Source: an optimization exercise on an open RTL-to-GDS flow (aim: small area and a short achievable clock period). Production flows keep margins and buffers that such runs may drop.
At most, simulation tests tie the RTL to the original design; equivalence was not proved.
Power is estimated from default activity; no workload was simulated.

== JK ==
Design conv_output_stream, start of the top module:
module conv_output_stream #(
   parameter int LANES      = 8,
   parameter int DIM_W      = 16,
   parameter int FIFO_DEPTH = 16
) (
   input  logic                    clk,
   input  logic                    reset,
   input  logic                    start,
   input  logic [DIM_W-1:0]        In_Channel,
   input  logic [DIM_W-1:0]        Matrix_Col,
   input  logic [DIM_W-1:0]        Matrix_Row,
   input  logic [LANE_W*LANES-1:0] sData,
   input  logic                    sValid,
   output logic                    sReady,
   output logic [LANE_W*LANES-1:0] mData_payload,
   output logic                    mData_valid,
   input  logic                    mData_ready,
   output logic                    mData_last,
   output logic                    mData_rowEnd,
   output logic                    layer_done
);
Size: about 4,000 cells after synthesis, about 1,200 flip-flops, roughly 0.044 mm^2 of cells after synthesis.
==> flow/config.mk <==
export PLATFORM = sky130hd
export DESIGN_NAME = conv_output_stream
export DESIGN_NICKNAME = conv_output_stream
export VERILOG_FILES = /design/flow/design.v
export SDC_FILE = /design/flow/constraint.sdc
export NUM_CORES = 4
export LEC_CHECK = 0
export CAP_MARGIN = 20
export CORE_MARGIN = 2
export CORE_UTILIZATION = 65
export CTS_CLUSTER_DIAMETER = 90
export CTS_CLUSTER_SIZE = 24
export SETUP_SLACK_MARGIN = 3.0
export SLEW_MARGIN = 20
export TNS_END_PERCENT = 30
==> flow/constraint.sdc <==
create_clock -name core_clock -period 5.0 [get_ports {clk}]
set_input_delay 1.0000 -clock core_clock [delete_from_list [all_inputs] [get_ports {clk}]]
set_output_delay 1.0000 -clock core_clock [all_outputs]
set_load 0.01 [all_outputs]
standard.sh (not shown) runs the stock make flow with config.mk's settings and CLKGATE_MAP_FILE= SYNTH_SCRIPT=/design/flow/synth_recipe.tcl, a recipe that flattens the netlist after the stock synthesis.
==> flow/flow/run.sh <==
#!/bin/bash
# Standard ORFS layout, except that the port buffers are plain buf_2 cells instead
# of the delay cell buffer_ports picks by default, and the resizer may change a
# cell's footprint when it sizes it.
set -euo pipefail
bash standard.sh synth > synth.log 2>&1
bash standard.sh "BUFFER_PORTS_ARGS=-buffer_cell sky130_fd_sc_hd__buf_2" MATCH_CELL_FOOTPRINT=0 finish > layout.log 2>&1
Here is what was changed in the inputs of MS compared with JK.
==> flow/flow/run.sh <==
#!/bin/bash
# Standard ORFS layout, except that the port buffers are plain buf_2 cells instead
# of the delay cell buffer_ports picks by default.
set -euo pipefail
bash standard.sh synth > synth.log 2>&1
bash standard.sh "BUFFER_PORTS_ARGS=-buffer_cell sky130_fd_sc_hd__buf_2" finish > layout.log 2>&1
diff --git a/flow/config.mk b/flow/config.mk
--- a/flow/config.mk
+++ b/flow/config.mk
@@ -13,3 +13,2 @@
 export SETUP_SLACK_MARGIN = 3.0
 export SLEW_MARGIN = 20
-export TNS_END_PERCENT = 30
Notes after the runs:
- The clock buffer and inverter area fraction after layout of MS and that of JK are within noise of each other.
- Total standard cell area after synthesis essentially unchanged between JK and MS.
- Setup WNS JK -> MS: worse
- MS ends up with a final cycle utilization of the critical path that is 0.60 points higher than in JK.
Relative to MS, the following input files were edited for AL:
==> flow/flow/run.sh <==
#!/bin/bash
# Standard ORFS layout, except that the port buffers are plain buf_2 cells instead
# of the delay cell buffer_ports picks by default, and the resizer may change a
# cell's footprint when it sizes it.
set -euo pipefail
bash standard.sh synth > synth.log 2>&1
bash standard.sh "BUFFER_PORTS_ARGS=-buffer_cell sky130_fd_sc_hd__buf_2" MATCH_CELL_FOOTPRINT=0 finish > layout.log 2>&1
Notes after the runs:
- Diff AL and MS: post-route total power lower in AL
- Comparing largest voltage drop on the vdd net for AL and MS, the bigger number came from MS.
- Looking only at utilization, and setting everything else aside, the higher value of AL and MS goes to MS.
- AL ends up with a number of iterations in the first detailed-routing pass that is 2 higher than in MS.
- Of the two candidates, MS has the better register-to-register setup slack and AL the worse one.
- AL against MS: cell internal power dissipation -0.14 mW, non-clock buffer count -16, met3 track demand over resource in global routing ~0 delta.
- Delta (AL minus MS): fraction of met2 tracks used by global routing up 1.4 points, detail-routed net length per standard cell increased 0.31 um.
Function was not checked in any run of this note: the RTL went through the layout flow alone.

---

Another version of the RTL of conv_output_stream (not shown whole).
Size: ~4,100 cells after synthesis, roughly 1,200 flip-flops, ~190 I/O pins, about 44,000 µm² of cells after synthesis.
## conv_output_stream
module conv_output_stream #(
   parameter int LANES      = 8,
   parameter int DIM_W      = 16,
   parameter int FIFO_DEPTH = 16
) (
   input  logic                    clk,
   input  logic                    reset,
   input  logic                    start,
   input  logic [DIM_W-1:0]        In_Channel,
   input  logic [DIM_W-1:0]        Matrix_Col,
   input  logic [DIM_W-1:0]        Matrix_Row,
   input  logic [LANE_W*LANES-1:0] sData,
   input  logic                    sValid,
   output logic                    sReady,
   output logic [LANE_W*LANES-1:0] mData_payload,
   output logic                    mData_valid,
   input  logic                    mData_ready,
   output logic                    mData_last,
   output logic                    mData_rowEnd,
   output logic                    layer_done
);
export LEC_CHECK = 0
export CAP_MARGIN = 20
export CORE_MARGIN = 2
export CORE_UTILIZATION = 65
export CTS_CLUSTER_DIAMETER = 90
export CTS_CLUSTER_SIZE = 24
export PLACE_DENSITY = 0.85
export SETUP_SLACK_MARGIN = 3.0
export SLEW_MARGIN = 20
create_clock -name core_clock -period 5.0 [get_ports {clk}]
==> flow/flow/run.sh <==
#!/bin/bash
# Standard ORFS layout, except that:
#  - the port buffers are plain buf_2 cells instead of the delay cell buffer_ports
#    picks by default;
#  - the resizer may change a cell's footprint when it sizes it;
#  - clock tree synthesis uses a finer H-tree wire unit (shorter insertion delay).
set -euo pipefail
bash standard.sh synth > synth.log 2>&1
bash standard.sh "BUFFER_PORTS_ARGS=-buffer_cell sky130_fd_sc_hd__buf_2" MATCH_CELL_FOOTPRINT=0 \
  "CTS_ARGS=-sink_clustering_enable -repair_clock_nets -sink_clustering_size 24 -sink_clustering_max_diameter 90 -wire_unit 5" \
  finish > layout.log 2>&1
Then changed:
Settings changed: CORE_UTILIZATION 65 to 55, PLACE_DENSITY 0.85 to unset.
Result:
- The changed run completed with no timing, DRC or antenna violations
- power increases by 0.55%
- non-clock buffer count does not change
- synthesized area does not change
- register-to-register slack hardly moves
- cell count is higher by 3.7%
- worst hold slack is better by 0.025 ns
- synthesized cell count stays the same
- global-route usage is lower by 1.7 points
Then changed:
Settings changed: CORE_UTILIZATION 55 to 65, GPL_ROUTABILITY_DRIVEN set to 0, PLACE_DENSITY set to 0.85.
Design area is lower by 0.52%.
Sequential power stays flat.
Flip-flop and latch count does not change.
Die area is lower by 15%.
Via count is higher by 0.99%.
Worst setup slack degrades by 0.0070 ns.
First-iteration DRC count is higher by 18%.
Register-to-register slack stays flat.
Then changed:
Settings changed: GPL_ROUTABILITY_DRIVEN 0 to unset, PLACE_DENSITY 0.85 to unset, SETUP_SLACK_MARGIN 3.0 to 2.9.
Result:
- via count is about the same
- sequential cell count is unchanged
- synthesized area is unchanged
- final cell count decreases by 0.44%
- routed wire length increases by 5.3%
Then changed:
Settings changed: CORE_UTILIZATION 65 to 78, SETUP_SLACK_MARGIN 2.9 to 3.0.
- critical path depth climbs by 4
- worst hold slack barely changes
- routed wire length climbs by 0.51%

---

conv_output_stream again, from the RTL that the note above started with.
export LEC_CHECK = 0
export CAP_MARGIN = 20
export CORE_MARGIN = 2
export CORE_UTILIZATION = 65
export CTS_CLUSTER_DIAMETER = 90
export CTS_CLUSTER_SIZE = 24
export SETUP_SLACK_MARGIN = 3.0
export SLEW_MARGIN = 20
create_clock -name core_clock -period 5.0 [get_ports {clk}]
==> flow/flow/run.sh <==
#!/bin/bash
# Standard ORFS layout, except that the port buffers are plain buf_2 cells instead
# of the delay cell buffer_ports picks by default, and the resizer may change a
# cell's footprint when it sizes it.
set -euo pipefail
bash standard.sh synth > synth.log 2>&1
bash standard.sh "BUFFER_PORTS_ARGS=-buffer_cell sky130_fd_sc_hd__buf_2" MATCH_CELL_FOOTPRINT=0 finish > layout.log 2>&1
The first run completed without violations.
Rerun with:
==> flow/flow/run.sh (replaced) <==
#!/bin/bash
# Standard ORFS layout, except that:
#  - the port buffers are plain buf_2 cells instead of the delay cell buffer_ports
#    picks by default;
#  - the resizer may change a cell's footprint when it sizes it;
#  - clock tree synthesis uses a finer H-tree wire unit (shorter insertion delay).
set -euo pipefail
bash standard.sh synth > synth.log 2>&1
bash standard.sh "BUFFER_PORTS_ARGS=-buffer_cell sky130_fd_sc_hd__buf_2" MATCH_CELL_FOOTPRINT=0 \
  "CTS_ARGS=-sink_clustering_enable -repair_clock_nets -sink_clustering_size 24 -sink_clustering_max_diameter 90 -wire_unit 5" \
  finish > layout.log 2>&1
Result: Synthesized cell count is unchanged. Register-to-register slack stays flat. Sequential power barely changes. Wire length goes down by 0.31%. Design area stays flat. Die area stays the same. Total power is about the same. Area after synthesis stays the same. Sequential cell count does not change.
Rerun with:
- SETUP_SLACK_MARGIN: 3.0 -> 3.15
The changed run went through all stages and came out clean.
Total power goes up by about 1.5%.
Cell count came out higher by 0.65%.
Clock power went up by about 2%.
Routed wire length increases by about 2.5%.
Non-clock buffer count climbs by 27.
Sequential power stays flat.
Count of clock-buffer cells in the layout went down by 2.
Worst hold slack is worse by 0.033 ns.
Rerun with:
- SETUP_SLACK_MARGIN: 3.15 -> 2.8
The new run produced a clean layout.
Synthesized cell count is unchanged.
Count of clock-buffer cells in the layout fell by 2.
Synthesized area does not change.
Die area is unchanged.
Register-to-register slack got worse by 0.14 ns.
Worst setup slack gets worse by 0.090 ns.
Worst hold slack improves by 0.020 ns.
Wire length fell by about 5%.

---

Another version of the RTL of conv_output_stream (not shown whole).
Size: about 1,200 flip-flops.
make LEC_CHECK=0 CAP_MARGIN=20 CORE_MARGIN=2 CORE_UTILIZATION=45 SETUP_SLACK_MARGIN=2.8 SLEW_MARGIN=20 finish   # period 5.0 ns
run.sh (not shown) runs the stock make flow with config.mk's settings and CLKGATE_MAP_FILE= SYNTH_SCRIPT=/design/flow/synth_recipe.tcl, a recipe that flattens the netlist after the stock synthesis.
Stock flow here: none of the scripts above is used.
The baseline finished with timing, DRC and antenna clean.
Rerun with:
--- a/flow/config.mk
+++ b/flow/config.mk
@@ -10,3 +10,2 @@
 export CORE_UTILIZATION = 45
-export SETUP_SLACK_MARGIN = 2.8
 export SLEW_MARGIN = 20
=> Register-to-register slack degrades by 0.76 ns; global-route usage shrinks by 6.1 points; cell area decreases by 11%; setup slack gets worse by 0.76 ns; via count decreases by about 12%; total power went down by 13%; cell count goes down by about 7%.
No functional check of the RTL was part of any run of this note.

what the ideal ports hide:
The flow's constraints put no driver on any port. The routed layouts listed below were extracted and timed again, unchanged, in two steps.
Step 1: set_driving_cell puts a clkbuf_16 on clk and a buf_2 on each other input, an assumption about the parent block.
Step 2 also shifts input and output timing later by t, the mid clock arrival at the registers, as if the neighbouring blocks saw the same clock.
Slacks: ideal ports / drivers / drivers and shift; pairs: ideal ports / drivers.
run	shift t [ns]	setup slack, ns	worst slew at a driven data input, ns	pins driven straight from the clock port
JK	0.728	2.785 / 2.715 / 2.299	0.12	1
MS	0.737	2.755 / 2.693 / 2.280	0.15	1
AL	0.728	2.798 / 2.728 / 2.260	0.15	1
the first run of note 2	0.705	2.802 / 2.731 / 2.282	0.11	1
the second run of note 2	0.692	2.809 / 2.740 / 2.272	0.07	1
the third run of note 2	0.705	2.802 / 2.731 / 2.282	0.11	1
the fourth run of note 2	0.700	2.833 / 2.762 / 2.174	0.07	1
the fifth run of note 2	0.679	2.555 / 2.555 / 2.278	0.07	1
the first run of note 3	0.730	2.793 / 2.728 / 2.278	0.13	1
the second run of note 3	0.682	2.838 / 2.772 / 2.295	0.12	1
the third run of note 3	0.680	2.833 / 2.768 / 2.482	0.13	1
the fourth run of note 3	0.682	2.743 / 2.739 / 2.147	0.07	1
the first run of note 4	0.781	2.458 / 2.458 / 1.996	0.08	1
the second run of note 4	0.758	1.698 / 1.698 / 1.567	0.12	1
After both steps setup and hold are still met in every run listed. The setup slack of the fourth run of note 2, which loses most, moves by -0.071 ns with the drivers and by -0.659 ns with both steps.
